Context: an optimization exercise on an open-source flow, tuned for small area and few clock cycles per item. The choices shown serve that exercise and are no tape-out recipe. Only simulation tests tie the RTL to the original design; equivalence was not proved.

==> flow/design.v (outline; a module is shown in full before it is edited, if it fits) <==
// module brtm_front: 27 lines
// module brtm_mul: 637 lines
// module brtm_qest: 457 lines
// module brtm_corr: 72 lines
// module brtm_fa: 10 lines
// module brtm_ha: 9 lines
// module banded_temperature_motor_regulator_core: 176 lines
module banded_temperature_motor_regulator_core #(
  parameter int TEMP_WIDTH = 12,
  parameter int TIME_WIDTH = 32,
  localparam int IN_DW = ((TEMP_WIDTH + TIME_WIDTH + 7) / 8) * 8
) (
  input  logic                              clk,
  input  logic                              rst_n,
  input  logic                              in_tvalid,
  output logic                              in_tready,
  input  logic [IN_DW-1:0]                  in_tdata,
  output logic                              out_tvalid,
  input  logic                              out_tready,
  output logic [brtm_pkg::OUT_DW-1:0]       out_tdata,
  input  logic                              cfg_we,
  input  logic [brtm_pkg::CFG_IDX_W-1:0]    cfg_index,
  input  logic [brtm_pkg::CFG_DATA_W-1:0]   cfg_wdata
);
  // ...
==> flow/run.sh <==
#!/bin/bash
# synth_recipe.tcl (not shown) runs the flow's synth.tcl, then flattens the netlist and writes it again
# the make line also repeats each setting of config.mk as NAME=value (left out here)
make -C /OpenROAD-flow-scripts/flow DESIGN_CONFIG=/design/flow/config.mk WORK_HOME=/design/flow/orfs CLKGATE_MAP_FILE= SYNTH_SCRIPT=/design/flow/synth_recipe.tcl finish
==> flow/config.mk <==
export PLATFORM = sky130hd
export DESIGN_NAME = banded_temperature_motor_regulator_core
export DESIGN_NICKNAME = banded_temperature_motor_regulator_core
export VERILOG_FILES = /design/flow/design.v
export SDC_FILE = /design/flow/constraint.sdc
export NUM_CORES = 4
export LEC_CHECK = 0
export CAP_MARGIN = 20
export CORE_MARGIN = 2
export CORE_UTILIZATION = 40
export PLACE_DENSITY = 0.6
export SLEW_MARGIN = 20
export SYNTH_HIERARCHICAL = 1
export SYNTH_MINIMUM_KEEP_SIZE = 0
==> flow/constraint.sdc <==
create_clock -name core_clock -period 9.0 [get_ports {clk}]
set_input_delay 1.8000 -clock core_clock [delete_from_list [all_inputs] [get_ports {clk}]]
set_output_delay 1.8000 -clock core_clock [all_outputs]
set_load 0.01 [all_outputs]
==> results.ini, run 1 <==
[floorplanning]
fp-row-count = 108
fp.dieH_microns = 301

[cells_and_area]
multi_input_area_share_pct = 66.7
bufAreaShareNonClock_pct = 4.95
multiInputGateArea_sq_um = 26100
syn_to_final_growth_pct = 11.0
stdcell_count = 5059
top_register = total_r

[worst_hold_path]
hold_class = reg2reg

[detailed_routing]
via_per_inst = 5.50
met2WireLength_mm = 45.9
top_layer = met4
drtPass1Iterations = 5
wl_per_cell_microns = 19.4
wl_met3_mm = 4.66

[yosys]
synth_top_area_share_pct = 21.8
synth_xor_area_share_pct = 4.54
netlist_instances = 3790
synth_top_family_by_area = adder cells
synth_edf_count = 143
syn_area_per_cell_sq_um = 9.32
yosys_warnings = 8
yosysMostFrequentCell = fa_1

[outcome]
status = no timing/DRC/antenna violations

[sta]
hold_viol = 0
setup_viol = 0
fmax_mhz = 115

[grt]
grt_busiest_layer = met2
grt.total_usage_pct = 21.6
grt_max_degree = 75

[critical_path]
worstReg2RegStart = lim_two_r[6]
crit_arrival_ns = 6.88

[clock_tree]
cts_resized = 3
clk_path_buf_depth = 3
clkSinkCount = 298

Testbench counts, summed over its fixed seeds: cycles 16,096, items 16,000.
==> module brtm_corr, before the edit <==
module brtm_corr (
  input  wire [8:0]  p,
  input  wire [19:0] q,
  output wire        corr
);
  wire ct_w1, ct_w2;
  brtm_ha ct_a3 (.a(p[1]), .b(~q[12]), .s(ct_w1), .co(ct_w2));
  wire ct_w4, ct_w5;
  brtm_fa ct_a6 (.a(p[2]), .b(~q[13]), .c(~q[6]), .s(ct_w4), .co(ct_w5));
  wire ct_w7, ct_w8;
  brtm_fa ct_a9 (.a(p[3]), .b(~q[14]), .c(~q[7]), .s(ct_w7), .co(ct_w8));
  wire ct_w10, ct_w11;
  brtm_fa ct_a12 (.a(p[4]), .b(~q[15]), .c(~q[8]), .s(ct_w10), .co(ct_w11));
  wire ct_w13, ct_w14;
  brtm_fa ct_a15 (.a(p[5]), .b(~q[16]), .c(~q[9]), .s(ct_w13), .co(ct_w14));
  wire ct_w16, ct_w17;
  brtm_fa ct_a18 (.a(p[6]), .b(~q[17]), .c(~q[10]), .s(ct_w16), .co(ct_w17));
  wire ct_w19, ct_w20;
  brtm_fa ct_a21 (.a(p[7]), .b(~q[18]), .c(~q[11]), .s(ct_w19), .co(ct_w20));
  wire ct_w22, ct_w23;
  brtm_ha ct_a24 (.a(~q[10]), .b(~q[6]), .s(ct_w22), .co(ct_w23));
  wire ct_w25, ct_w26;
  brtm_fa ct_a27 (.a(p[8]), .b(~q[19]), .c(~q[12]), .s(ct_w25), .co(ct_w26));
  wire ct_w28, ct_w29;
  brtm_fa ct_a30 (.a(~q[11]), .b(~q[7]), .c(~q[1]), .s(ct_w28), .co(ct_w29));
  wire ct_w31, ct_w32;
  brtm_ha ct_a33 (.a(p[0]), .b(~q[11]), .s(ct_w31), .co(ct_w32));
  wire ct_w34, ct_w35;
  brtm_fa ct_a36 (.a(ct_w1), .b(~q[5]), .c(~q[4]), .s(ct_w34), .co(ct_w35));
  wire ct_w37, ct_w38;
  brtm_fa ct_a39 (.a(ct_w4), .b(~q[5]), .c(~q[1]), .s(ct_w37), .co(ct_w38));
  wire ct_w40, ct_w41;
  brtm_fa ct_a42 (.a(ct_w7), .b(~q[6]), .c(~q[2]), .s(ct_w40), .co(ct_w41));
  wire ct_w43, ct_w44;
  brtm_fa ct_a45 (.a(ct_w10), .b(~q[7]), .c(~q[3]), .s(ct_w43), .co(ct_w44));
  wire ct_w46, ct_w47;
  brtm_fa ct_a48 (.a(ct_w13), .b(~q[8]), .c(~q[4]), .s(ct_w46), .co(ct_w47));
  wire ct_w49, ct_w50;
  brtm_fa ct_a51 (.a(ct_w16), .b(~q[9]), .c(~q[5]), .s(ct_w49), .co(ct_w50));
  wire ct_w52, ct_w53;
  brtm_fa ct_a54 (.a(ct_w19), .b(ct_w22), .c(~q[0]), .s(ct_w52), .co(ct_w53));
  wire ct_w55, ct_w56;
  brtm_fa ct_a57 (.a(ct_w25), .b(ct_w28), .c(ct_w20), .s(ct_w55), .co(ct_w56));
  wire ct_w58, ct_w59;
  brtm_ha ct_a60 (.a(~q[8]), .b(~q[1]), .s(ct_w58), .co(ct_w59));
  wire ct_w61, ct_w62;
  brtm_fa ct_a63 (.a(~q[9]), .b(~q[2]), .c(~q[1]), .s(ct_w61), .co(ct_w62));
  wire ct_w64, ct_w65;
  brtm_fa ct_a66 (.a(~q[10]), .b(~q[3]), .c(~q[2]), .s(ct_w64), .co(ct_w65));
  wire ct_w67, ct_w68;
  brtm_fa ct_a69 (.a(ct_w31), .b(~q[4]), .c(~q[3]), .s(ct_w67), .co(ct_w68));
  wire ct_w70, ct_w71;
  brtm_fa ct_a72 (.a(ct_w34), .b(~q[0]), .c(ct_w32), .s(ct_w70), .co(ct_w71));
  wire ct_w73, ct_w74;
  brtm_fa ct_a75 (.a(ct_w37), .b(ct_w2), .c(ct_w35), .s(ct_w73), .co(ct_w74));
  wire ct_w76, ct_w77;
  brtm_fa ct_a78 (.a(ct_w40), .b(ct_w5), .c(ct_w38), .s(ct_w76), .co(ct_w77));
  wire ct_w79, ct_w80;
  brtm_fa ct_a81 (.a(ct_w43), .b(ct_w8), .c(ct_w41), .s(ct_w79), .co(ct_w80));
  wire ct_w82, ct_w83;
  brtm_fa ct_a84 (.a(ct_w46), .b(ct_w11), .c(ct_w44), .s(ct_w82), .co(ct_w83));
  wire ct_w85, ct_w86;
  brtm_fa ct_a87 (.a(ct_w49), .b(ct_w14), .c(ct_w47), .s(ct_w85), .co(ct_w86));
  wire ct_w88, ct_w89;
  brtm_fa ct_a90 (.a(ct_w52), .b(ct_w17), .c(ct_w50), .s(ct_w88), .co(ct_w89));
  wire ct_w91, ct_w92;
  brtm_fa ct_a93 (.a(ct_w55), .b(ct_w23), .c(ct_w53), .s(ct_w91), .co(ct_w92));
  wire [19:0] ra = {ct_w91, ct_w88, ct_w85, ct_w82, ct_w79, ct_w76, ct_w73, ct_w70, ct_w67, ct_w64, ct_w61, ct_w58, ~q[7], ~q[6], ~q[5], ~q[4], ~q[3], ~q[2], ~q[1], ~q[0]};
  wire [19:0] rb = {ct_w89, ct_w86, ct_w83, ct_w80, ct_w77, ct_w74, ct_w71, ct_w68, ct_w65, ct_w62, ct_w59, ~q[0], ~q[0], 1'b0, 1'b0, 1'b0, 1'b0, 1'b0, 1'b0, 1'b0};
  wire [19:0] sm = ra + rb;
  assign corr = ~sm[19];
endmodule
==> module banded_temperature_motor_regulator_core, before the edit <==
module banded_temperature_motor_regulator_core #(
  parameter int TEMP_WIDTH = 12,
  parameter int TIME_WIDTH = 32,
  localparam int IN_DW = ((TEMP_WIDTH + TIME_WIDTH + 7) / 8) * 8
) (
  input  logic                              clk,
  input  logic                              rst_n,
  input  logic                              in_tvalid,
  output logic                              in_tready,
  input  logic [IN_DW-1:0]                  in_tdata,
  output logic                              out_tvalid,
  input  logic                              out_tready,
  output logic [brtm_pkg::OUT_DW-1:0]       out_tdata,
  input  logic                              cfg_we,
  input  logic [brtm_pkg::CFG_IDX_W-1:0]    cfg_index,
  input  logic [brtm_pkg::CFG_DATA_W-1:0]   cfg_wdata
);
  logic [7:0]         lim_one_r, lim_two_r, band_r;
  logic signed [11:0] setpoint_r;
  logic [15:0]        interval_r;
  always_ff @(posedge clk) begin
    if (!rst_n) begin
      lim_one_r  <= 8'd255;
      lim_two_r  <= 8'd0;
      setpoint_r <= '0;
      band_r     <= 8'd1;
      interval_r <= 16'd10000;
    end else if (cfg_we) begin
      case (cfg_index)
        3'd0: lim_one_r  <= cfg_wdata[7:0];
        3'd1: lim_two_r  <= cfg_wdata[7:0];
        3'd2: setpoint_r <= cfg_wdata[11:0];
        3'd3: band_r     <= cfg_wdata[7:0];
        3'd4: interval_r <= cfg_wdata[15:0];
        default: ;
      endcase
    end
  end
  logic [7:0]         cur_r;
  logic [31:0]        last_r;
  logic signed [11:0] prev_r;
  logic [47:0]        total_r;
  logic        r0_v, r1_v, r2_v;
  logic [2:0]  r0_code;
  logic [31:0] r0_time;
  logic [39:0] r1_p;
  logic [7:0]  r1_want;
  logic        r1_chg;
  logic [31:0] r2_q;
  logic [8:0]  r2_plo;
  logic        r2_sat;
  logic [7:0]  r2_app, r2_want;
  logic        r2_chg;
  logic ld0, ld1, ld2;
  assign ld2 = !r2_v || out_tready;
  assign ld1 = !r1_v || ld2;
  assign ld0 = !r0_v || ld1;
  assign in_tready = ld0;
  logic [2:0] code;
  brtm_front u_front (
    .t        (in_tdata[11:0]),
    .prev     (prev_r),
    .setpoint (setpoint_r),
    .band     (band_r),
    .code     (code)
  );
  always_ff @(posedge clk) begin
    if (!rst_n) begin
      prev_r <= '0;
      r0_v   <= 1'b0;
    end else if (ld0) begin
      r0_v <= in_tvalid;
      if (in_tvalid) prev_r <= in_tdata[11:0];
    end
  end
  always_ff @(posedge clk) begin
    if (ld0) begin
      r0_code <= code;
      r0_time <= in_tdata[43:12];
    end
  end
  logic [7:0]  hi, lo, d, h, off, want;
  logic [9:0]  raw;
  logic [31:0] elapsed;
  logic        chg;
  logic [39:0] p;
  always_comb begin
    hi = (lim_one_r > lim_two_r) ? lim_one_r : lim_two_r;
    lo = (lim_one_r > lim_two_r) ? lim_two_r : lim_one_r;
    d  = (hi - lo) >> 1;
    h  = d >> 1;
    case (r0_code[1:0])
      2'd2:    off = d;
      2'd3:    off = h;
      default: off = 8'd0;
    endcase
    raw = r0_code[2] ? ({2'b00, cur_r} + {2'b00, off}) : ({2'b00, cur_r} - {2'b00, off});
    if (r0_code[1:0] == 2'd1)  want = r0_code[2] ? hi : lo;
    else if (!raw[9] && raw[8:0] > {1'b0, hi}) want = hi;
    else if (raw[9] || raw[8:0] < {1'b0, lo})  want = lo;
    else                                       want = raw[7:0];
    elapsed = r0_time - last_r;
    chg = (want != cur_r) && (elapsed > {16'd0, interval_r});
  end
  brtm_mul u_mul (
    .e (elapsed),
    .c (cur_r),
    .p (p)
  );
  always_ff @(posedge clk) begin
    if (!rst_n) begin
      cur_r  <= '0;
      last_r <= '0;
      r1_v   <= 1'b0;
    end else if (ld1) begin
      r1_v <= r0_v;
      if (r0_v && chg) begin
        cur_r  <= want;
        last_r <= r0_time;
      end
    end
  end
  always_ff @(posedge clk) begin
    if (ld1) begin
      r1_p    <= p;
      r1_want <= want;
      r1_chg  <= chg;
    end
  end
  localparam logic [39:0] PSAT = 40'h82301fff7e;
  logic [31:0] qe;
  brtm_qest u_qest (
    .p (r1_p),
    .q (qe)
  );
  always_ff @(posedge clk) begin
    if (!rst_n) r2_v <= 1'b0;
    else if (ld2) r2_v <= r1_v;
  end
  always_ff @(posedge clk) begin
    if (ld2) begin
      r2_q    <= (r1_chg && !(&qe)) ? qe : 32'd0;
      r2_plo  <= r1_chg ? r1_p[8:0] : 9'd0;
      r2_sat  <= r1_chg && (r1_p >= PSAT);
      r2_app  <= cur_r;
      r2_want <= r1_want;
      r2_chg  <= r1_chg;
    end
  end
  logic        corr;
  logic [31:0] step;
  logic [48:0] tsum;
  logic [47:0] total_out;
  brtm_corr u_corr (
    .p    (r2_plo),
    .q    (r2_q[19:0]),
    .corr (corr)
  );
  logic [31:0] stp;
  logic        cin;
  logic [49:0] tsum2;
  always_comb begin
    stp  = r2_sat ? 32'hffff_ffff : r2_q;
    cin  = !r2_sat && corr;
    step = stp + 32'(cin);
    tsum2 = {1'b0, total_r, 1'b1} + {17'd0, stp, cin};
    tsum  = tsum2[49:1];
    total_out = tsum[48] ? '1 : tsum[47:0];
  end
  always_ff @(posedge clk) begin
    if (!rst_n) total_r <= '0;
    else if (r2_v && out_tready) total_r <= total_out;
  end
  assign out_tvalid = r2_v;
  assign out_tdata  = {7'd0, total_out, step, r2_chg, r2_want, r2_app};
endmodule
==> run 2, diff against run 1 <==
--- a/flow/design.v
+++ b/flow/design.v
@@ -675,17 +675,19 @@
   wire mt_w550, mt_w551;
   brtm_fa mt_a552 (.a(mt_w445), .b(mt_w344), .c(mt_w443), .s(mt_w550), .co(mt_w551));
   wire mt_w553, mt_w554;
   brtm_fa mt_a555 (.a(mt_w448), .b(mt_w347), .c(mt_w446), .s(mt_w553), .co(mt_w554));
   wire mt_w556, mt_w557;
   brtm_fa mt_a558 (.a(pp6_31), .b(pp7_30), .c(mt_w449), .s(mt_w556), .co(mt_w557));
   wire [39:0] ra = {1'b0, pp7_31, mt_w556, mt_w553, mt_w550, mt_w547, mt_w544, mt_w541, mt_w538, mt_w535, mt_w532, mt_w529, mt_w526, mt_w523, mt_w520, mt_w517, mt_w514, mt_w511, mt_w508, mt_w505, mt_w502, mt_w499, mt_w496, mt_w493, mt_w490, mt_w487, mt_w484, mt_w481, mt_w478, mt_w475, mt_w472, mt_w469, mt_w466, mt_w463, mt_w460, mt_w457, mt_w454, mt_w451, pp0_1, pp0_0};
   wire [39:0] rb = {1'b0, mt_w557, mt_w554, mt_w551, mt_w548, mt_w545, mt_w542, mt_w539, mt_w536, mt_w533, mt_w530, mt_w527, mt_w524, mt_w521, mt_w518, mt_w515, mt_w512, mt_w509, mt_w506, mt_w503, mt_w500, mt_w497, mt_w494, mt_w491, mt_w488, mt_w485, mt_w482, mt_w479, mt_w476, mt_w473, mt_w470, mt_w467, mt_w464, mt_w461, mt_w458, mt_w455, mt_w452, pp2_0, pp1_0, 1'b0};
-  assign p = ra + rb;
+  wire [40:0] sm;
+  brtm_add40 u_add (.a(ra), .b(rb), .s(sm));
+  assign p = sm[39:0];
 endmodule
 module brtm_qest (
   input  wire [39:0] p,
   output wire [31:0] q
 );
   wire qt_w1, qt_w2;
   brtm_fa qt_a3 (.a(p[1]), .b(~p[7]), .c(~p[11]), .s(qt_w1), .co(qt_w2));
   wire qt_w4, qt_w5;
@@ -836,24 +838,24 @@
   wire qt_w209, qt_w210;
   assign qt_w209 = ~(p[37] ^ p[39]);
   assign qt_w210 = p[37] | p[39];
   wire qt_w211, qt_w212;
   brtm_fa qt_a213 (.a(p[18]), .b(~p[24]), .c(~p[28]), .s(qt_w211), .co(qt_w212));
   wire qt_w214, qt_w215;
   brtm_fa qt_a216 (.a(~p[30]), .b(p[33]), .c(p[35]), .s(qt_w214), .co(qt_w215));
   wire qt_w217, qt_w218;
-  assign qt_w217 = ~p[38];
+  assign qt_w217 = ~(p[38]);
   assign qt_w218 = p[38];
   wire qt_w219, qt_w220;
   brtm_fa qt_a221 (.a(p[19]), .b(~p[25]), .c(~p[29]), .s(qt_w219), .co(qt_w220));
   wire qt_w222, qt_w223;
   brtm_fa qt_a224 (.a(~p[31]), .b(p[34]), .c(p[36]), .s(qt_w222), .co(qt_w223));
   wire qt_w225, qt_w226;
-  assign qt_w225 = ~p[39];
+  assign qt_w225 = ~(p[39]);
   assign qt_w226 = p[39];
   wire qt_w227, qt_w228;
   brtm_fa qt_a229 (.a(p[20]), .b(~p[26]), .c(~p[30]), .s(qt_w227), .co(qt_w228));
   wire qt_w230, qt_w231;
   brtm_fa qt_a232 (.a(~p[32]), .b(p[35]), .c(p[37]), .s(qt_w230), .co(qt_w231));
   wire qt_w233, qt_w234;
   brtm_fa qt_a235 (.a(p[21]), .b(~p[27]), .c(~p[31]), .s(qt_w233), .co(qt_w234));
   wire qt_w236, qt_w237;
@@ -968,22 +970,22 @@
   wire qt_w387, qt_w388;
   brtm_fa qt_a389 (.a(p[25]), .b(~p[31]), .c(~p[35]), .s(qt_w387), .co(qt_w388));
   wire qt_w390, qt_w391;
   assign qt_w390 = ~(~p[37] ^ qt_w249);
   assign qt_w391 = ~p[37] | qt_w249;
   wire qt_w392, qt_w393;
   brtm_fa qt_a394 (.a(p[26]), .b(~p[32]), .c(~p[36]), .s(qt_w392), .co(qt_w393));
   wire qt_w395, qt_w396;
-  assign qt_w395 = ~~p[38];
+  assign qt_w395 = ~(~p[38]);
   assign qt_w396 = ~p[38];
   wire qt_w397, qt_w398;
   brtm_fa qt_a399 (.a(p[27]), .b(~p[33]), .c(~p[37]), .s(qt_w397), .co(qt_w398));
   wire qt_w400, qt_w401;
-  assign qt_w400 = ~~p[39];
+  assign qt_w400 = ~(~p[39]);
   assign qt_w401 = ~p[39];
   wire qt_w402, qt_w403;
   brtm_ha qt_a404 (.a(p[28]), .b(~p[34]), .s(qt_w402), .co(qt_w403));
   wire qt_w405, qt_w406;
   brtm_ha qt_a407 (.a(p[29]), .b(~p[35]), .s(qt_w405), .co(qt_w406));
   wire qt_w408, qt_w409;
   brtm_ha qt_a410 (.a(qt_w251), .b(~p[28]), .s(qt_w408), .co(qt_w409));
   wire qt_w411, qt_w412;
@@ -1118,30 +1120,31 @@
   assign qt_w598 = ~(qt_w500 ^ qt_w498);
   assign qt_w599 = qt_w500 | qt_w498;
   wire qt_w600, qt_w601;
   assign qt_w600 = ~(qt_w503 ^ qt_w501);
   assign qt_w601 = qt_w503 | qt_w501;
   wire qt_w602, qt_w603;
   brtm_ha qt_a604 (.a(p[34]), .b(qt_w504), .s(qt_w602), .co(qt_w603));
   wire qt_w605, qt_w606;
-  assign qt_w605 = ~p[35];
+  assign qt_w605 = ~(p[35]);
   assign qt_w606 = p[35];
   wire qt_w607, qt_w608;
-  assign qt_w607 = ~p[36];
+  assign qt_w607 = ~(p[36]);
   assign qt_w608 = p[36];
   wire qt_w609, qt_w610;
-  assign qt_w609 = ~p[37];
+  assign qt_w609 = ~(p[37]);
   assign qt_w610 = p[37];
   wire qt_w611, qt_w612;
-  assign qt_w611 = ~p[38];
+  assign qt_w611 = ~(p[38]);
   assign qt_w612 = p[38];
   wire [37:0] ra = {qt_w611, qt_w609, qt_w607, qt_w605, qt_w602, qt_w600, qt_w598, qt_w596, qt_w593, qt_w590, qt_w587, qt_w584, qt_w581, qt_w578, qt_w575, qt_w572, qt_w569, qt_w566, qt_w563, qt_w560, qt_w557, qt_w554, qt_w551, qt_w548, qt_w545, qt_w542, qt_w539, qt_w536, qt_w533, qt_w530, qt_w527, qt_w524, qt_w521, qt_w518, qt_w515, qt_w512, qt_w509, qt_w506};
   wire [37:0] rb = {qt_w610, qt_w608, qt_w606, qt_w603, qt_w601, qt_w599, qt_w597, qt_w594, qt_w591, qt_w588, qt_w585, qt_w582, qt_w579, qt_w576, qt_w573, qt_w570, qt_w567, qt_w564, qt_w561, qt_w558, qt_w555, qt_w552, qt_w549, qt_w546, qt_w543, qt_w540, qt_w537, qt_w534, qt_w531, qt_w528, qt_w525, qt_w522, qt_w519, qt_w516, qt_w513, qt_w510, qt_w507, ~p[31]};
-  wire [37:0] sm = ra + rb;
+  wire [38:0] sm;
+  brtm_add38 u_add (.a(ra), .b(rb), .s(sm));
   assign q = sm[37:6];
 endmodule
 module brtm_corr (
   input  wire [8:0]  p,
   input  wire [19:0] q,
   output wire        corr
 );
   wire ct_w1, ct_w2;
@@ -1203,18 +1206,562 @@
   wire ct_w85, ct_w86;
   brtm_fa ct_a87 (.a(ct_w49), .b(ct_w14), .c(ct_w47), .s(ct_w85), .co(ct_w86));
   wire ct_w88, ct_w89;
   brtm_fa ct_a90 (.a(ct_w52), .b(ct_w17), .c(ct_w50), .s(ct_w88), .co(ct_w89));
   wire ct_w91, ct_w92;
   brtm_fa ct_a93 (.a(ct_w55), .b(ct_w23), .c(ct_w53), .s(ct_w91), .co(ct_w92));
   wire [19:0] ra = {ct_w91, ct_w88, ct_w85, ct_w82, ct_w79, ct_w76, ct_w73, ct_w70, ct_w67, ct_w64, ct_w61, ct_w58, ~q[7], ~q[6], ~q[5], ~q[4], ~q[3], ~q[2], ~q[1], ~q[0]};
   wire [19:0] rb = {ct_w89, ct_w86, ct_w83, ct_w80, ct_w77, ct_w74, ct_w71, ct_w68, ct_w65, ct_w62, ct_w59, ~q[0], ~q[0], 1'b0, 1'b0, 1'b0, 1'b0, 1'b0, 1'b0, 1'b0};
-  wire [19:0] sm = ra + rb;
-  assign corr = ~sm[19];
+  wire msb;
+  brtm_msb20 u_msb (.a(ra), .b(rb), .msb(msb));
+  assign corr = ~msb;
+endmodule
+module brtm_add40 (input wire [39:0] a, input wire [39:0] b, output wire [40:0] s);
+  wire [39:0] p0 = a ^ b;
+  wire [39:0] g0 = a & b;
+  wire gg1 = g0[1] | (p0[1] & g0[0]);
+  wire gg2 = g0[3] | (p0[3] & g0[2]);
+  wire pp2 = p0[3] & p0[2];
+  wire gg3 = g0[5] | (p0[5] & g0[4]);
+  wire pp3 = p0[5] & p0[4];
+  wire gg4 = g0[7] | (p0[7] & g0[6]);
+  wire pp4 = p0[7] & p0[6];
+  wire gg5 = g0[9] | (p0[9] & g0[8]);
+  wire pp5 = p0[9] & p0[8];
+  wire gg6 = g0[11] | (p0[11] & g0[10]);
+  wire pp6 = p0[11] & p0[10];
+  wire gg7 = g0[13] | (p0[13] & g0[12]);
+  wire pp7 = p0[13] & p0[12];
+  wire gg8 = g0[15] | (p0[15] & g0[14]);
+  wire pp8 = p0[15] & p0[14];
+  wire gg9 = g0[17] | (p0[17] & g0[16]);
+  wire pp9 = p0[17] & p0[16];
+  wire gg10 = g0[19] | (p0[19] & g0[18]);
+  wire pp10 = p0[19] & p0[18];
+  wire gg11 = g0[21] | (p0[21] & g0[20]);
+  wire pp11 = p0[21] & p0[20];
+  wire gg12 = g0[23] | (p0[23] & g0[22]);
+  wire pp12 = p0[23] & p0[22];
+  wire gg13 = g0[25] | (p0[25] & g0[24]);
+  wire pp13 = p0[25] & p0[24];
+  wire gg14 = g0[27] | (p0[27] & g0[26]);
+  wire pp14 = p0[27] & p0[26];
+  wire gg15 = g0[29] | (p0[29] & g0[28]);
+  wire pp15 = p0[29] & p0[28];
+  wire gg16 = g0[31] | (p0[31] & g0[30]);
+  wire pp16 = p0[31] & p0[30];
+  wire gg17 = g0[33] | (p0[33] & g0[32]);
+  wire pp17 = p0[33] & p0[32];
+  wire gg18 = g0[35] | (p0[35] & g0[34]);
+  wire pp18 = p0[35] & p0[34];
+  wire gg19 = g0[37] | (p0[37] & g0[36]);
+  wire pp19 = p0[37] & p0[36];
+  wire gg20 = g0[39] | (p0[39] & g0[38]);
+  wire pp20 = p0[39] & p0[38];
+  wire gg21 = gg2 | (pp2 & gg1);
+  wire gg22 = gg4 | (pp4 & gg3);
+  wire pp22 = pp4 & pp3;
+  wire gg23 = gg6 | (pp6 & gg5);
+  wire pp23 = pp6 & pp5;
+  wire gg24 = gg8 | (pp8 & gg7);
+  wire pp24 = pp8 & pp7;
+  wire gg25 = gg10 | (pp10 & gg9);
+  wire pp25 = pp10 & pp9;
+  wire gg26 = gg12 | (pp12 & gg11);
+  wire pp26 = pp12 & pp11;
+  wire gg27 = gg14 | (pp14 & gg13);
+  wire pp27 = pp14 & pp13;
+  wire gg28 = gg16 | (pp16 & gg15);
+  wire pp28 = pp16 & pp15;
+  wire gg29 = gg18 | (pp18 & gg17);
+  wire pp29 = pp18 & pp17;
+  wire gg30 = gg20 | (pp20 & gg19);
+  wire pp30 = pp20 & pp19;
+  wire gg31 = gg22 | (pp22 & gg21);
+  wire gg32 = gg24 | (pp24 & gg23);
+  wire pp32 = pp24 & pp23;
+  wire gg33 = gg26 | (pp26 & gg25);
+  wire pp33 = pp26 & pp25;
+  wire gg34 = gg28 | (pp28 & gg27);
+  wire pp34 = pp28 & pp27;
+  wire gg35 = gg30 | (pp30 & gg29);
+  wire pp35 = pp30 & pp29;
+  wire gg36 = gg32 | (pp32 & gg31);
+  wire gg37 = gg34 | (pp34 & gg33);
+  wire pp37 = pp34 & pp33;
+  wire gg38 = gg37 | (pp37 & gg36);
+  wire gg39 = gg33 | (pp33 & gg36);
+  wire gg40 = gg35 | (pp35 & gg38);
+  wire gg41 = gg23 | (pp23 & gg31);
+  wire gg42 = gg25 | (pp25 & gg36);
+  wire gg43 = gg27 | (pp27 & gg39);
+  wire gg44 = gg29 | (pp29 & gg38);
+  wire gg45 = gg3 | (pp3 & gg21);
+  wire gg46 = gg5 | (pp5 & gg31);
+  wire gg47 = gg7 | (pp7 & gg41);
+  wire gg48 = gg9 | (pp9 & gg36);
+  wire gg49 = gg11 | (pp11 & gg42);
+  wire gg50 = gg13 | (pp13 & gg39);
+  wire gg51 = gg15 | (pp15 & gg43);
+  wire gg52 = gg17 | (pp17 & gg38);
+  wire gg53 = gg19 | (pp19 & gg44);
+  wire gg54 = g0[2] | (p0[2] & gg1);
+  wire gg55 = g0[4] | (p0[4] & gg21);
+  wire gg56 = g0[6] | (p0[6] & gg45);
+  wire gg57 = g0[8] | (p0[8] & gg31);
+  wire gg58 = g0[10] | (p0[10] & gg46);
+  wire gg59 = g0[12] | (p0[12] & gg41);
+  wire gg60 = g0[14] | (p0[14] & gg47);
+  wire gg61 = g0[16] | (p0[16] & gg36);
+  wire gg62 = g0[18] | (p0[18] & gg48);
+  wire gg63 = g0[20] | (p0[20] & gg42);
+  wire gg64 = g0[22] | (p0[22] & gg49);
+  wire gg65 = g0[24] | (p0[24] & gg39);
+  wire gg66 = g0[26] | (p0[26] & gg50);
+  wire gg67 = g0[28] | (p0[28] & gg43);
+  wire gg68 = g0[30] | (p0[30] & gg51);
+  wire gg69 = g0[32] | (p0[32] & gg38);
+  wire gg70 = g0[34] | (p0[34] & gg52);
+  wire gg71 = g0[36] | (p0[36] & gg44);
+  wire gg72 = g0[38] | (p0[38] & gg53);
+  assign s[0] = p0[0] ^ 1'b0;
+  assign s[1] = p0[1] ^ g0[0];
+  assign s[2] = p0[2] ^ gg1;
+  assign s[3] = p0[3] ^ gg54;
+  assign s[4] = p0[4] ^ gg21;
+  assign s[5] = p0[5] ^ gg55;
+  assign s[6] = p0[6] ^ gg45;
+  assign s[7] = p0[7] ^ gg56;
+  assign s[8] = p0[8] ^ gg31;
+  assign s[9] = p0[9] ^ gg57;
+  assign s[10] = p0[10] ^ gg46;
+  assign s[11] = p0[11] ^ gg58;
+  assign s[12] = p0[12] ^ gg41;
+  assign s[13] = p0[13] ^ gg59;
+  assign s[14] = p0[14] ^ gg47;
+  assign s[15] = p0[15] ^ gg60;
+  assign s[16] = p0[16] ^ gg36;
+  assign s[17] = p0[17] ^ gg61;
+  assign s[18] = p0[18] ^ gg48;
+  assign s[19] = p0[19] ^ gg62;
+  assign s[20] = p0[20] ^ gg42;
+  assign s[21] = p0[21] ^ gg63;
+  assign s[22] = p0[22] ^ gg49;
+  assign s[23] = p0[23] ^ gg64;
+  assign s[24] = p0[24] ^ gg39;
+  assign s[25] = p0[25] ^ gg65;
+  assign s[26] = p0[26] ^ gg50;
+  assign s[27] = p0[27] ^ gg66;
+  assign s[28] = p0[28] ^ gg43;
+  assign s[29] = p0[29] ^ gg67;
+  assign s[30] = p0[30] ^ gg51;
+  assign s[31] = p0[31] ^ gg68;
+  assign s[32] = p0[32] ^ gg38;
+  assign s[33] = p0[33] ^ gg69;
+  assign s[34] = p0[34] ^ gg52;
+  assign s[35] = p0[35] ^ gg70;
+  assign s[36] = p0[36] ^ gg44;
+  assign s[37] = p0[37] ^ gg71;
+  assign s[38] = p0[38] ^ gg53;
+  assign s[39] = p0[39] ^ gg72;
+  assign s[40] = gg40;
+endmodule
+module brtm_add38 (input wire [37:0] a, input wire [37:0] b, output wire [38:0] s);
+  wire [37:0] p0 = a ^ b;
+  wire [37:0] g0 = a & b;
+  wire gg1 = g0[1] | (p0[1] & g0[0]);
+  wire gg2 = g0[3] | (p0[3] & g0[2]);
+  wire pp2 = p0[3] & p0[2];
+  wire gg3 = g0[5] | (p0[5] & g0[4]);
+  wire pp3 = p0[5] & p0[4];
+  wire gg4 = g0[7] | (p0[7] & g0[6]);
+  wire pp4 = p0[7] & p0[6];
+  wire gg5 = g0[9] | (p0[9] & g0[8]);
+  wire pp5 = p0[9] & p0[8];
+  wire gg6 = g0[11] | (p0[11] & g0[10]);
+  wire pp6 = p0[11] & p0[10];
+  wire gg7 = g0[13] | (p0[13] & g0[12]);
+  wire pp7 = p0[13] & p0[12];
+  wire gg8 = g0[15] | (p0[15] & g0[14]);
+  wire pp8 = p0[15] & p0[14];
+  wire gg9 = g0[17] | (p0[17] & g0[16]);
+  wire pp9 = p0[17] & p0[16];
+  wire gg10 = g0[19] | (p0[19] & g0[18]);
+  wire pp10 = p0[19] & p0[18];
+  wire gg11 = g0[21] | (p0[21] & g0[20]);
+  wire pp11 = p0[21] & p0[20];
+  wire gg12 = g0[23] | (p0[23] & g0[22]);
+  wire pp12 = p0[23] & p0[22];
+  wire gg13 = g0[25] | (p0[25] & g0[24]);
+  wire pp13 = p0[25] & p0[24];
+  wire gg14 = g0[27] | (p0[27] & g0[26]);
+  wire pp14 = p0[27] & p0[26];
+  wire gg15 = g0[29] | (p0[29] & g0[28]);
+  wire pp15 = p0[29] & p0[28];
+  wire gg16 = g0[31] | (p0[31] & g0[30]);
+  wire pp16 = p0[31] & p0[30];
+  wire gg17 = g0[33] | (p0[33] & g0[32]);
+  wire pp17 = p0[33] & p0[32];
+  wire gg18 = g0[35] | (p0[35] & g0[34]);
+  wire pp18 = p0[35] & p0[34];
+  wire gg19 = g0[37] | (p0[37] & g0[36]);
+  wire pp19 = p0[37] & p0[36];
+  wire gg20 = gg2 | (pp2 & gg1);
+  wire gg21 = gg4 | (pp4 & gg3);
+  wire pp21 = pp4 & pp3;
+  wire gg22 = gg6 | (pp6 & gg5);
+  wire pp22 = pp6 & pp5;
+  wire gg23 = gg8 | (pp8 & gg7);
+  wire pp23 = pp8 & pp7;
+  wire gg24 = gg10 | (pp10 & gg9);
+  wire pp24 = pp10 & pp9;
+  wire gg25 = gg12 | (pp12 & gg11);
+  wire pp25 = pp12 & pp11;
+  wire gg26 = gg14 | (pp14 & gg13);
+  wire pp26 = pp14 & pp13;
+  wire gg27 = gg16 | (pp16 & gg15);
+  wire pp27 = pp16 & pp15;
+  wire gg28 = gg18 | (pp18 & gg17);
+  wire pp28 = pp18 & pp17;
+  wire gg29 = gg21 | (pp21 & gg20);
+  wire gg30 = gg23 | (pp23 & gg22);
+  wire pp30 = pp23 & pp22;
+  wire gg31 = gg25 | (pp25 & gg24);
+  wire pp31 = pp25 & pp24;
+  wire gg32 = gg27 | (pp27 & gg26);
+  wire pp32 = pp27 & pp26;
+  wire gg33 = gg30 | (pp30 & gg29);
+  wire gg34 = gg32 | (pp32 & gg31);
+  wire pp34 = pp32 & pp31;
+  wire gg35 = gg34 | (pp34 & gg33);
+  wire gg36 = gg31 | (pp31 & gg33);
+  wire gg37 = gg22 | (pp22 & gg29);
+  wire gg38 = gg24 | (pp24 & gg33);
+  wire gg39 = gg26 | (pp26 & gg36);
+  wire gg40 = gg28 | (pp28 & gg35);
+  wire gg41 = gg3 | (pp3 & gg20);
+  wire gg42 = gg5 | (pp5 & gg29);
+  wire gg43 = gg7 | (pp7 & gg37);
+  wire gg44 = gg9 | (pp9 & gg33);
+  wire gg45 = gg11 | (pp11 & gg38);
+  wire gg46 = gg13 | (pp13 & gg36);
+  wire gg47 = gg15 | (pp15 & gg39);
+  wire gg48 = gg17 | (pp17 & gg35);
+  wire gg49 = gg19 | (pp19 & gg40);
+  wire gg50 = g0[2] | (p0[2] & gg1);
+  wire gg51 = g0[4] | (p0[4] & gg20);
+  wire gg52 = g0[6] | (p0[6] & gg41);
+  wire gg53 = g0[8] | (p0[8] & gg29);
+  wire gg54 = g0[10] | (p0[10] & gg42);
+  wire gg55 = g0[12] | (p0[12] & gg37);
+  wire gg56 = g0[14] | (p0[14] & gg43);
+  wire gg57 = g0[16] | (p0[16] & gg33);
+  wire gg58 = g0[18] | (p0[18] & gg44);
+  wire gg59 = g0[20] | (p0[20] & gg38);
+  wire gg60 = g0[22] | (p0[22] & gg45);
+  wire gg61 = g0[24] | (p0[24] & gg36);
+  wire gg62 = g0[26] | (p0[26] & gg46);
+  wire gg63 = g0[28] | (p0[28] & gg39);
+  wire gg64 = g0[30] | (p0[30] & gg47);
+  wire gg65 = g0[32] | (p0[32] & gg35);
+  wire gg66 = g0[34] | (p0[34] & gg48);
+  wire gg67 = g0[36] | (p0[36] & gg40);
+  assign s[0] = p0[0] ^ 1'b0;
+  assign s[1] = p0[1] ^ g0[0];
+  assign s[2] = p0[2] ^ gg1;
+  assign s[3] = p0[3] ^ gg50;
+  assign s[4] = p0[4] ^ gg20;
+  assign s[5] = p0[5] ^ gg51;
+  assign s[6] = p0[6] ^ gg41;
+  assign s[7] = p0[7] ^ gg52;
+  assign s[8] = p0[8] ^ gg29;
+  assign s[9] = p0[9] ^ gg53;
+  assign s[10] = p0[10] ^ gg42;
+  assign s[11] = p0[11] ^ gg54;
+  assign s[12] = p0[12] ^ gg37;
+  assign s[13] = p0[13] ^ gg55;
+  assign s[14] = p0[14] ^ gg43;
+  assign s[15] = p0[15] ^ gg56;
+  assign s[16] = p0[16] ^ gg33;
+  assign s[17] = p0[17] ^ gg57;
+  assign s[18] = p0[18] ^ gg44;
+  assign s[19] = p0[19] ^ gg58;
+  assign s[20] = p0[20] ^ gg38;
+  assign s[21] = p0[21] ^ gg59;
+  assign s[22] = p0[22] ^ gg45;
+  assign s[23] = p0[23] ^ gg60;
+  assign s[24] = p0[24] ^ gg36;
+  assign s[25] = p0[25] ^ gg61;
+  assign s[26] = p0[26] ^ gg46;
+  assign s[27] = p0[27] ^ gg62;
+  assign s[28] = p0[28] ^ gg39;
+  assign s[29] = p0[29] ^ gg63;
+  assign s[30] = p0[30] ^ gg47;
+  assign s[31] = p0[31] ^ gg64;
+  assign s[32] = p0[32] ^ gg35;
+  assign s[33] = p0[33] ^ gg65;
+  assign s[34] = p0[34] ^ gg48;
+  assign s[35] = p0[35] ^ gg66;
+  assign s[36] = p0[36] ^ gg40;
+  assign s[37] = p0[37] ^ gg67;
+  assign s[38] = gg49;
+endmodule
+module brtm_msb20 (input wire [19:0] a, input wire [19:0] b, output wire msb);
+  wire [19:0] p0 = a ^ b;
+  wire [19:0] g0 = a & b;
+  wire gg1 = g0[1] | (p0[1] & g0[0]);
+  wire pp1 = p0[1] & p0[0];
+  wire gg2 = g0[3] | (p0[3] & g0[2]);
+  wire pp2 = p0[3] & p0[2];
+  wire gg3 = g0[5] | (p0[5] & g0[4]);
+  wire pp3 = p0[5] & p0[4];
+  wire gg4 = g0[7] | (p0[7] & g0[6]);
+  wire pp4 = p0[7] & p0[6];
+  wire gg5 = g0[9] | (p0[9] & g0[8]);
+  wire pp5 = p0[9] & p0[8];
+  wire gg6 = g0[11] | (p0[11] & g0[10]);
+  wire pp6 = p0[11] & p0[10];
+  wire gg7 = g0[13] | (p0[13] & g0[12]);
+  wire pp7 = p0[13] & p0[12];
+  wire gg8 = g0[15] | (p0[15] & g0[14]);
+  wire pp8 = p0[15] & p0[14];
+  wire gg9 = g0[17] | (p0[17] & g0[16]);
+  wire pp9 = p0[17] & p0[16];
+  wire gg10 = gg2 | (pp2 & gg1);
+  wire pp10 = pp2 & pp1;
+  wire gg11 = gg4 | (pp4 & gg3);
+  wire pp11 = pp4 & pp3;
+  wire gg12 = gg6 | (pp6 & gg5);
+  wire pp12 = pp6 & pp5;
+  wire gg13 = gg8 | (pp8 & gg7);
+  wire pp13 = pp8 & pp7;
+  wire gg14 = g0[18] | (p0[18] & gg9);
+  wire pp14 = p0[18] & pp9;
+  wire gg15 = gg11 | (pp11 & gg10);
+  wire pp15 = pp11 & pp10;
+  wire gg16 = gg13 | (pp13 & gg12);
+  wire pp16 = pp13 & pp12;
+  wire gg17 = gg16 | (pp16 & gg15);
+  wire pp17 = pp16 & pp15;
+  wire gg18 = gg14 | (pp14 & gg17);
+  wire pp18 = pp14 & pp17;
+  assign msb = p0[19] ^ gg18;
+endmodule
+module brtm_add32c (input wire [31:0] a, input wire [31:0] b, input wire ci, output wire [32:0] s);
+  wire [31:0] p0 = a ^ b;
+  wire [31:0] g0 = a & b;
+  wire gi0 = g0[0] | (p0[0] & ci);
+  wire gg1 = g0[1] | (p0[1] & gi0);
+  wire gg2 = g0[3] | (p0[3] & g0[2]);
+  wire pp2 = p0[3] & p0[2];
+  wire gg3 = g0[5] | (p0[5] & g0[4]);
+  wire pp3 = p0[5] & p0[4];
+  wire gg4 = g0[7] | (p0[7] & g0[6]);
+  wire pp4 = p0[7] & p0[6];
+  wire gg5 = g0[9] | (p0[9] & g0[8]);
+  wire pp5 = p0[9] & p0[8];
+  wire gg6 = g0[11] | (p0[11] & g0[10]);
+  wire pp6 = p0[11] & p0[10];
+  wire gg7 = g0[13] | (p0[13] & g0[12]);
+  wire pp7 = p0[13] & p0[12];
+  wire gg8 = g0[15] | (p0[15] & g0[14]);
+  wire pp8 = p0[15] & p0[14];
+  wire gg9 = g0[17] | (p0[17] & g0[16]);
+  wire pp9 = p0[17] & p0[16];
+  wire gg10 = g0[19] | (p0[19] & g0[18]);
+  wire pp10 = p0[19] & p0[18];
+  wire gg11 = g0[21] | (p0[21] & g0[20]);
+  wire pp11 = p0[21] & p0[20];
+  wire gg12 = g0[23] | (p0[23] & g0[22]);
+  wire pp12 = p0[23] & p0[22];
+  wire gg13 = g0[25] | (p0[25] & g0[24]);
+  wire pp13 = p0[25] & p0[24];
+  wire gg14 = g0[27] | (p0[27] & g0[26]);
+  wire pp14 = p0[27] & p0[26];
+  wire gg15 = g0[29] | (p0[29] & g0[28]);
+  wire pp15 = p0[29] & p0[28];
+  wire gg16 = g0[31] | (p0[31] & g0[30]);
+  wire pp16 = p0[31] & p0[30];
+  wire gg17 = gg2 | (pp2 & gg1);
+  wire gg18 = gg4 | (pp4 & gg3);
+  wire pp18 = pp4 & pp3;
+  wire gg19 = gg6 | (pp6 & gg5);
+  wire pp19 = pp6 & pp5;
+  wire gg20 = gg8 | (pp8 & gg7);
+  wire pp20 = pp8 & pp7;
+  wire gg21 = gg10 | (pp10 & gg9);
+  wire pp21 = pp10 & pp9;
+  wire gg22 = gg12 | (pp12 & gg11);
+  wire pp22 = pp12 & pp11;
+  wire gg23 = gg14 | (pp14 & gg13);
+  wire pp23 = pp14 & pp13;
+  wire gg24 = gg16 | (pp16 & gg15);
+  wire pp24 = pp16 & pp15;
+  wire gg25 = gg18 | (pp18 & gg17);
+  wire gg26 = gg20 | (pp20 & gg19);
+  wire pp26 = pp20 & pp19;
+  wire gg27 = gg22 | (pp22 & gg21);
+  wire pp27 = pp22 & pp21;
+  wire gg28 = gg24 | (pp24 & gg23);
+  wire pp28 = pp24 & pp23;
+  wire gg29 = gg26 | (pp26 & gg25);
+  wire gg30 = gg28 | (pp28 & gg27);
+  wire pp30 = pp28 & pp27;
+  wire gg31 = gg30 | (pp30 & gg29);
+  wire gg32 = gg27 | (pp27 & gg29);
+  wire gg33 = gg19 | (pp19 & gg25);
+  wire gg34 = gg21 | (pp21 & gg29);
+  wire gg35 = gg23 | (pp23 & gg32);
+  wire gg36 = gg3 | (pp3 & gg17);
+  wire gg37 = gg5 | (pp5 & gg25);
+  wire gg38 = gg7 | (pp7 & gg33);
+  wire gg39 = gg9 | (pp9 & gg29);
+  wire gg40 = gg11 | (pp11 & gg34);
+  wire gg41 = gg13 | (pp13 & gg32);
+  wire gg42 = gg15 | (pp15 & gg35);
+  wire gg43 = g0[2] | (p0[2] & gg1);
+  wire gg44 = g0[4] | (p0[4] & gg17);
+  wire gg45 = g0[6] | (p0[6] & gg36);
+  wire gg46 = g0[8] | (p0[8] & gg25);
+  wire gg47 = g0[10] | (p0[10] & gg37);
+  wire gg48 = g0[12] | (p0[12] & gg33);
+  wire gg49 = g0[14] | (p0[14] & gg38);
+  wire gg50 = g0[16] | (p0[16] & gg29);
+  wire gg51 = g0[18] | (p0[18] & gg39);
+  wire gg52 = g0[20] | (p0[20] & gg34);
+  wire gg53 = g0[22] | (p0[22] & gg40);
+  wire gg54 = g0[24] | (p0[24] & gg32);
+  wire gg55 = g0[26] | (p0[26] & gg41);
+  wire gg56 = g0[28] | (p0[28] & gg35);
+  wire gg57 = g0[30] | (p0[30] & gg42);
+  assign s[0] = p0[0] ^ ci;
+  assign s[1] = p0[1] ^ gi0;
+  assign s[2] = p0[2] ^ gg1;
+  assign s[3] = p0[3] ^ gg43;
+  assign s[4] = p0[4] ^ gg17;
+  assign s[5] = p0[5] ^ gg44;
+  assign s[6] = p0[6] ^ gg36;
+  assign s[7] = p0[7] ^ gg45;
+  assign s[8] = p0[8] ^ gg25;
+  assign s[9] = p0[9] ^ gg46;
+  assign s[10] = p0[10] ^ gg37;
+  assign s[11] = p0[11] ^ gg47;
+  assign s[12] = p0[12] ^ gg33;
+  assign s[13] = p0[13] ^ gg48;
+  assign s[14] = p0[14] ^ gg38;
+  assign s[15] = p0[15] ^ gg49;
+  assign s[16] = p0[16] ^ gg29;
+  assign s[17] = p0[17] ^ gg50;
+  assign s[18] = p0[18] ^ gg39;
+  assign s[19] = p0[19] ^ gg51;
+  assign s[20] = p0[20] ^ gg34;
+  assign s[21] = p0[21] ^ gg52;
+  assign s[22] = p0[22] ^ gg40;
+  assign s[23] = p0[23] ^ gg53;
+  assign s[24] = p0[24] ^ gg32;
+  assign s[25] = p0[25] ^ gg54;
+  assign s[26] = p0[26] ^ gg41;
+  assign s[27] = p0[27] ^ gg55;
+  assign s[28] = p0[28] ^ gg35;
+  assign s[29] = p0[29] ^ gg56;
+  assign s[30] = p0[30] ^ gg42;
+  assign s[31] = p0[31] ^ gg57;
+  assign s[32] = gg31;
+endmodule
+module brtm_inc32 (input wire [31:0] a, input wire ci, output wire [31:0] s);
+  wire pa1 = a[1] & a[0];
+  wire pa2 = a[3] & a[2];
+  wire pa3 = a[5] & a[4];
+  wire pa4 = a[7] & a[6];
+  wire pa5 = a[9] & a[8];
+  wire pa6 = a[11] & a[10];
+  wire pa7 = a[13] & a[12];
+  wire pa8 = a[15] & a[14];
+  wire pa9 = a[17] & a[16];
+  wire pa10 = a[19] & a[18];
+  wire pa11 = a[21] & a[20];
+  wire pa12 = a[23] & a[22];
+  wire pa13 = a[25] & a[24];
+  wire pa14 = a[27] & a[26];
+  wire pa15 = a[29] & a[28];
+  wire pa16 = a[31] & a[30];
+  wire pa17 = pa2 & pa1;
+  wire pa18 = pa4 & pa3;
+  wire pa19 = pa6 & pa5;
+  wire pa20 = pa8 & pa7;
+  wire pa21 = pa10 & pa9;
+  wire pa22 = pa12 & pa11;
+  wire pa23 = pa14 & pa13;
+  wire pa24 = pa16 & pa15;
+  wire pa25 = pa18 & pa17;
+  wire pa26 = pa20 & pa19;
+  wire pa27 = pa22 & pa21;
+  wire pa28 = pa24 & pa23;
+  wire pa29 = pa26 & pa25;
+  wire pa30 = pa28 & pa27;
+  wire pa31 = pa30 & pa29;
+  wire pa32 = pa27 & pa29;
+  wire pa33 = pa19 & pa25;
+  wire pa34 = pa21 & pa29;
+  wire pa35 = pa23 & pa32;
+  wire pa36 = pa3 & pa17;
+  wire pa37 = pa5 & pa25;
+  wire pa38 = pa7 & pa33;
+  wire pa39 = pa9 & pa29;
+  wire pa40 = pa11 & pa34;
+  wire pa41 = pa13 & pa32;
+  wire pa42 = pa15 & pa35;
+  wire pa43 = a[2] & pa1;
+  wire pa44 = a[4] & pa17;
+  wire pa45 = a[6] & pa36;
+  wire pa46 = a[8] & pa25;
+  wire pa47 = a[10] & pa37;
+  wire pa48 = a[12] & pa33;
+  wire pa49 = a[14] & pa38;
+  wire pa50 = a[16] & pa29;
+  wire pa51 = a[18] & pa39;
+  wire pa52 = a[20] & pa34;
+  wire pa53 = a[22] & pa40;
+  wire pa54 = a[24] & pa32;
+  wire pa55 = a[26] & pa41;
+  wire pa56 = a[28] & pa35;
+  wire pa57 = a[30] & pa42;
+  assign s[0] = a[0] ^ ci;
+  assign s[1] = a[1] ^ (ci & a[0]);
+  assign s[2] = a[2] ^ (ci & pa1);
+  assign s[3] = a[3] ^ (ci & pa43);
+  assign s[4] = a[4] ^ (ci & pa17);
+  assign s[5] = a[5] ^ (ci & pa44);
+  assign s[6] = a[6] ^ (ci & pa36);
+  assign s[7] = a[7] ^ (ci & pa45);
+  assign s[8] = a[8] ^ (ci & pa25);
+  assign s[9] = a[9] ^ (ci & pa46);
+  assign s[10] = a[10] ^ (ci & pa37);
+  assign s[11] = a[11] ^ (ci & pa47);
+  assign s[12] = a[12] ^ (ci & pa33);
+  assign s[13] = a[13] ^ (ci & pa48);
+  assign s[14] = a[14] ^ (ci & pa38);
+  assign s[15] = a[15] ^ (ci & pa49);
+  assign s[16] = a[16] ^ (ci & pa29);
+  assign s[17] = a[17] ^ (ci & pa50);
+  assign s[18] = a[18] ^ (ci & pa39);
+  assign s[19] = a[19] ^ (ci & pa51);
+  assign s[20] = a[20] ^ (ci & pa34);
+  assign s[21] = a[21] ^ (ci & pa52);
+  assign s[22] = a[22] ^ (ci & pa40);
+  assign s[23] = a[23] ^ (ci & pa53);
+  assign s[24] = a[24] ^ (ci & pa32);
+  assign s[25] = a[25] ^ (ci & pa54);
+  assign s[26] = a[26] ^ (ci & pa41);
+  assign s[27] = a[27] ^ (ci & pa55);
+  assign s[28] = a[28] ^ (ci & pa35);
+  assign s[29] = a[29] ^ (ci & pa56);
+  assign s[30] = a[30] ^ (ci & pa42);
+  assign s[31] = a[31] ^ (ci & pa57);
 endmodule
 module brtm_fa (
   input  wire a,
   input  wire b,
   input  wire c,
   output wire s,
   output wire co
 );
@@ -1226,16 +1773,36 @@
   input  wire b,
   output wire s,
   output wire co
 );
   assign s  = a ^ b;
   assign co = a & b;
 endmodule
 `default_nettype wire
+module brtm_decide(input wire [7:0] lim_one, lim_two, input wire [2:0] code, input wire [7:0] cur, output logic [7:0] want);
+  logic [7:0]  hi, lo, d, h, off;
+  logic [9:0]  raw;
+  always_comb begin
+    hi = (lim_one > lim_two) ? lim_one : lim_two;
+    lo = (lim_one > lim_two) ? lim_two : lim_one;
+    d  = (hi - lo) >> 1;
+    h  = d >> 1;
+    case (code[1:0])
+      2'd2:    off = d;
+      2'd3:    off = h;
+      default: off = 8'd0;
+    endcase
+    raw = code[2] ? ({2'b00, cur} + {2'b00, off}) : ({2'b00, cur} - {2'b00, off});
+    if (code[1:0] == 2'd1)  want = code[2] ? hi : lo;
+    else if (!raw[9] && raw[8:0] > {1'b0, hi}) want = hi;
+    else if (raw[9] || raw[8:0] < {1'b0, lo})  want = lo;
+    else                                       want = raw[7:0];
+  end
+endmodule
 `default_nettype none
 module banded_temperature_motor_regulator_core #(
   parameter int TEMP_WIDTH = 12,
   parameter int TIME_WIDTH = 32,
   localparam int IN_DW = ((TEMP_WIDTH + TIME_WIDTH + 7) / 8) * 8
 ) (
   input  logic                              clk,
   input  logic                              rst_n,
@@ -1308,39 +1875,30 @@
     end
   end
   always_ff @(posedge clk) begin
     if (ld0) begin
       r0_code <= code;
       r0_time <= in_tdata[43:12];
     end
   end
-  logic [7:0]  hi, lo, d, h, off, want;
-  logic [9:0]  raw;
+  logic [7:0]  want;
   logic [31:0] elapsed;
   logic        chg;
   logic [39:0] p;
-  always_comb begin
-    hi = (lim_one_r > lim_two_r) ? lim_one_r : lim_two_r;
-    lo = (lim_one_r > lim_two_r) ? lim_two_r : lim_one_r;
-    d  = (hi - lo) >> 1;
-    h  = d >> 1;
-    case (r0_code[1:0])
-      2'd2:    off = d;
-      2'd3:    off = h;
-      default: off = 8'd0;
-    endcase
-    raw = r0_code[2] ? ({2'b00, cur_r} + {2'b00, off}) : ({2'b00, cur_r} - {2'b00, off});
-    if (r0_code[1:0] == 2'd1)  want = r0_code[2] ? hi : lo;
-    else if (!raw[9] && raw[8:0] > {1'b0, hi}) want = hi;
-    else if (raw[9] || raw[8:0] < {1'b0, lo})  want = lo;
-    else                                       want = raw[7:0];
-    elapsed = r0_time - last_r;
-    chg = (want != cur_r) && (elapsed > {16'd0, interval_r});
-  end
+  assign chg = (want != cur_r) && ((|elapsed[31:16]) || (elapsed[15:0] > interval_r));
+  brtm_decide u_dec (.lim_one(lim_one_r), .lim_two(lim_two_r), .code(r0_code), .cur(cur_r), .want(want));
+  logic [32:0] esum;
+  brtm_add32c u_esub (
+    .a  (r0_time),
+    .b  (~last_r),
+    .ci (1'b1),
+    .s  (esum)
+  );
+  assign elapsed = esum[31:0];
   brtm_mul u_mul (
     .e (elapsed),
     .c (cur_r),
     .p (p)
   );
   always_ff @(posedge clk) begin
     if (!rst_n) begin
       cur_r  <= '0;
@@ -1358,54 +1916,62 @@
     if (ld1) begin
       r1_p    <= p;
       r1_want <= want;
       r1_chg  <= chg;
     end
   end
   localparam logic [39:0] PSAT = 40'h82301fff7e;
   logic [31:0] qe;
+  logic        qneg, sat;
   brtm_qest u_qest (
     .p (r1_p),
     .q (qe)
   );
+  assign qneg = &qe;
+  assign sat  = r1_p >= PSAT;
   always_ff @(posedge clk) begin
     if (!rst_n) r2_v <= 1'b0;
     else if (ld2) r2_v <= r1_v;
   end
   always_ff @(posedge clk) begin
     if (ld2) begin
-      r2_q    <= (r1_chg && !(&qe)) ? qe : 32'd0;
+      r2_q    <= !r1_chg ? 32'd0 : sat ? 32'hffff_ffff : qneg ? 32'd0 : qe;
       r2_plo  <= r1_chg ? r1_p[8:0] : 9'd0;
-      r2_sat  <= r1_chg && (r1_p >= PSAT);
+      r2_sat  <= r1_chg && sat;
       r2_app  <= cur_r;
       r2_want <= r1_want;
       r2_chg  <= r1_chg;
     end
   end
-  logic        corr;
-  logic [31:0] step;
-  logic [48:0] tsum;
-  logic [47:0] total_out;
+  logic corr, cin;
   brtm_corr u_corr (
     .p    (r2_plo),
     .q    (r2_q[19:0]),
     .corr (corr)
   );
-  logic [31:0] stp;
-  logic        cin;
-  logic [49:0] tsum2;
-  always_comb begin
-    stp  = r2_sat ? 32'hffff_ffff : r2_q;
-    cin  = !r2_sat && corr;
-    step = stp + 32'(cin);
-    tsum2 = {1'b0, total_r, 1'b1} + {17'd0, stp, cin};
-    tsum  = tsum2[49:1];
-    total_out = tsum[48] ? '1 : tsum[47:0];
-  end
+  assign cin = corr && !r2_sat;
+  logic [31:0] step;
+  logic [32:0] lsum;
+  logic [15:0] hi_inc, hi_sum;
+  logic [47:0] total_out;
+  brtm_inc32 u_inc (
+    .a  (r2_q),
+    .ci (cin),
+    .s  (step)
+  );
+  brtm_add32c u_tadd (
+    .a  (total_r[31:0]),
+    .b  (r2_q),
+    .ci (cin),
+    .s  (lsum)
+  );
+  assign hi_inc    = total_r[47:32] + 16'd1;
+  assign hi_sum    = lsum[32] ? hi_inc : total_r[47:32];
+  assign total_out = (lsum[32] && (&total_r[47:32])) ? 48'hffff_ffff_ffff : {hi_sum, lsum[31:0]};
   always_ff @(posedge clk) begin
     if (!rst_n) total_r <= '0;
     else if (r2_v && out_tready) total_r <= total_out;
   end
   assign out_tvalid = r2_v;
   assign out_tdata  = {7'd0, total_out, step, r2_chg, r2_want, r2_app};
 endmodule
 `default_nettype wire
==> run 2 against run 1 <==
Against the previous run: still clean on timing, DRC and antenna; utilization up 1.2 points; register-to-register slack worse by 0.04 ns; die area down 5.5%; non-clock buffer count up 47; clock-buffer cell count up 6; first-iteration DRC count down 32%; synthesized area down 5.6%; critical path depth up 6; hold slack better by 0.0070 ns; critical path type unchanged.
==> results.ini, run 2 <==
[cells_and_area]
largest_reg_flops = 48
final_layout_size_suffix_gt1_share_pct = 13.5
nets = 4310
syn_to_final_growth_pct = 13.9
top_register = total_r
nFillCells = 7840
reg_top3 = total_r x48, r1_p x40
n_antenna_cell = 0
layout_common_cells = fa_1 (451), inv_1 (335), nand2_1 (320), ha_1 (296), and2_2 (206)
mostFrequentLayoutCell = fa_1

[grt]
grt.total_usage_pct = 19.9  ; -1.6 points
grt_pass1_vias = 24933
grt_overflow = 0
grt_pass1_wl_mm = 137
grt_max_degree = 98  ; +31%
grt_antenna_before_repair = 0

[sta]
worst_hold_slack_ns = 0.427
finalWorstSetupSlack_ns = 0.301
max_slew_margin_pct = 35.4
worstMarginPinSlew_ns = 0.970
setup_viol = 0  ; unchanged
rsz0062_at_grt = yes
drv_slew = 0
fmax_mhz = 115  ; -0.27%
hold_viol = 0  ; unchanged
skew_ns = 0.0235
timing.final.crit_share_pct = 96.7
period_needed_ns = 8.70

[outcome]
status = no timing/DRC/antenna violations

[clock_tree]
cts_tree = done
insertion_delay_ns = 0.57
cts-root-buf = clkbuf_16
cts_made_buffers = 37
clk_pin_slew_ns = 0.06
htree_levels = 2
clkSinkCount = 298  ; unchanged
ctsHoldBuffers = 0
clk_path_buf_depth = 3  ; unchanged

[detailed_routing]
drtPass1Iterations = 5  ; unchanged
via_count = 23876
drtIter0Drc = 1210
drc = 0
drt-total-wl_mm = 84.2
ant_nets = 0
via_per_inst = 5.21  ; -5.3%
wl_per_cell_microns = 18.4  ; -5.2%

[critical_path]
worstSetupEndpointType = primary output
r2r_slack_ns = 0.55
crit_top_cell = fa_1
crit_arrival_ns = 6.90  ; +0.02 ns
start_kind = register
cp-endpoint = out_tdata[91]
cp.required_ns = 7.20
slowest_delay_ns = 0.53
worstReg2RegStart = lim_two_r[5]
cp_max_fo = 5
cp-startpoint = r2_q[6]
crit_slowest_cell = clkdlybuf4s50_1
path_class = reg2out
r2r-end = last_r[14]
ff2ff_path_depth = 36

[floorplanning]
fp-row-count = 105  ; -2.8%
fp.dieH_microns = 293  ; -2.8%
fp.dieArea_sq_um = 85700
ioPinCount = 178
core-area_sq_um = 82200
die_w_microns = 293
initial_utilization_pct = 40.5

[yosys]
syn_area_per_cell_sq_um = 10.1  ; +8.5%
yosys_warnings = 9  ; +1
netlist_instances = 3298  ; -13%
syn_area_sq_um = 33300

[place]
dp_hpwl_mm = 65.1
dp_worst_setup_slack_ns = 0.200
gp_congestion = 0.903
portBuffers = 166

[job]
maxCapViolCount = 0

[worst_hold_path]
hold_class = reg2reg

## run 2: worst min path at each step
stage,from,to,slack (ns),cells past startpoint
floorplan,r1_want[0],r2_want[0],0.40,0
global placement,r1_want[7],r2_want[7],0.40,0
detailed placement,r1_want[0],r2_want[0],0.41,0
CTS,r1_want[7],r2_want[7],0.43,0
global route,r1_want[7],r2_want[7],0.44,0
finish,r1_want[7],r2_want[7],0.43,0
## run 2: worst max-delay path: cells and delay by family, from the launching register on
kind	cells	cell delay, ns
AOI/OAI and AO/OA	6	0.96
muxes	1	0.21
adders and majority gates	6	2.29
buffers and inverters	6	1.01
and+or+nand+nor	8	1.19
xor gates and xnor gates	2	0.25
DFF	1	0.41
## run 2: final cells by class
cell class	count	area (sq um)	share of cell area [%]
Multi-Input combinational cell	2560	24200	63.7
Sequential cell	298	7410	19.5
Clock inverter	18	256	0.676
Timing Repair Buffer	249	2380	6.27
Inverter	342	1280	3.39
Tap cell	1070	1340	3.53
Clock buffer	50	1110	2.92
## run 2: per-layer routing
layer,up-vias,global-route usage [%],share of wire (%)
met5,-,0,0
met4,0,4.92,2.2
met3,103,3.01,4.5
met2,536,33.6,48
met1,11778,26.9,46
li1,11459,-,-
## run 2: per-stage QoR
stage               instances  utilization (%)  instance area (sq um)  TNS [ns]
floorplan                3312                -                  33400         0
global placement         4497             44.1                  36300         0
detailed placement       4497             44.1                  36300         0
CTS                      4565             45.8                  37600         0
global route             4587             46.1                  38000    -0.283
finish                   4587             46.1                  38000         0
## run 2: timing repair
action,in CTS,in global routing
cloned,0,1
endpoints found under the setup margin,46,88
setup buffers,0,21
pin swaps,1,10
resized for setup,33,55
Testbench counts of run 2, summed over its fixed seeds: cycles 16,096, items 16,000.

## re-timing with driven ports
The results above use ideal ports. As a check the final layouts listed here were re-extracted and re-timed, cells and wires unchanged. Step 1 sets driving cells, clkbuf_16 on the clock port and buf_2 on the other inputs (assumed; they add their load-dependent delay and slew). Step 2 moves the port delays by t, midway between the first and last clock arrival at a register: inputs arrive t later, outputs are due t later. That takes back most of the time a late clock gives input paths. a / b / c = no drivers / after step 1 / after step 2; a / b = the first two.
run | t (ns) | setup WS [ns] | latest minus earliest clock arrival (ns) | worst data-port slew with drivers (ns) | pins driven straight from the clock port
run 1 | 0.611 | 0.324 / 0.257 / 0.594 | 0.031 / 0.030 | 0.07 | 1
run 2 | 0.629 | 0.301 / 0.229 / 0.550 | 0.027 / 0.026 | 0.04 | 1
After both steps setup and hold are still met in every run listed.
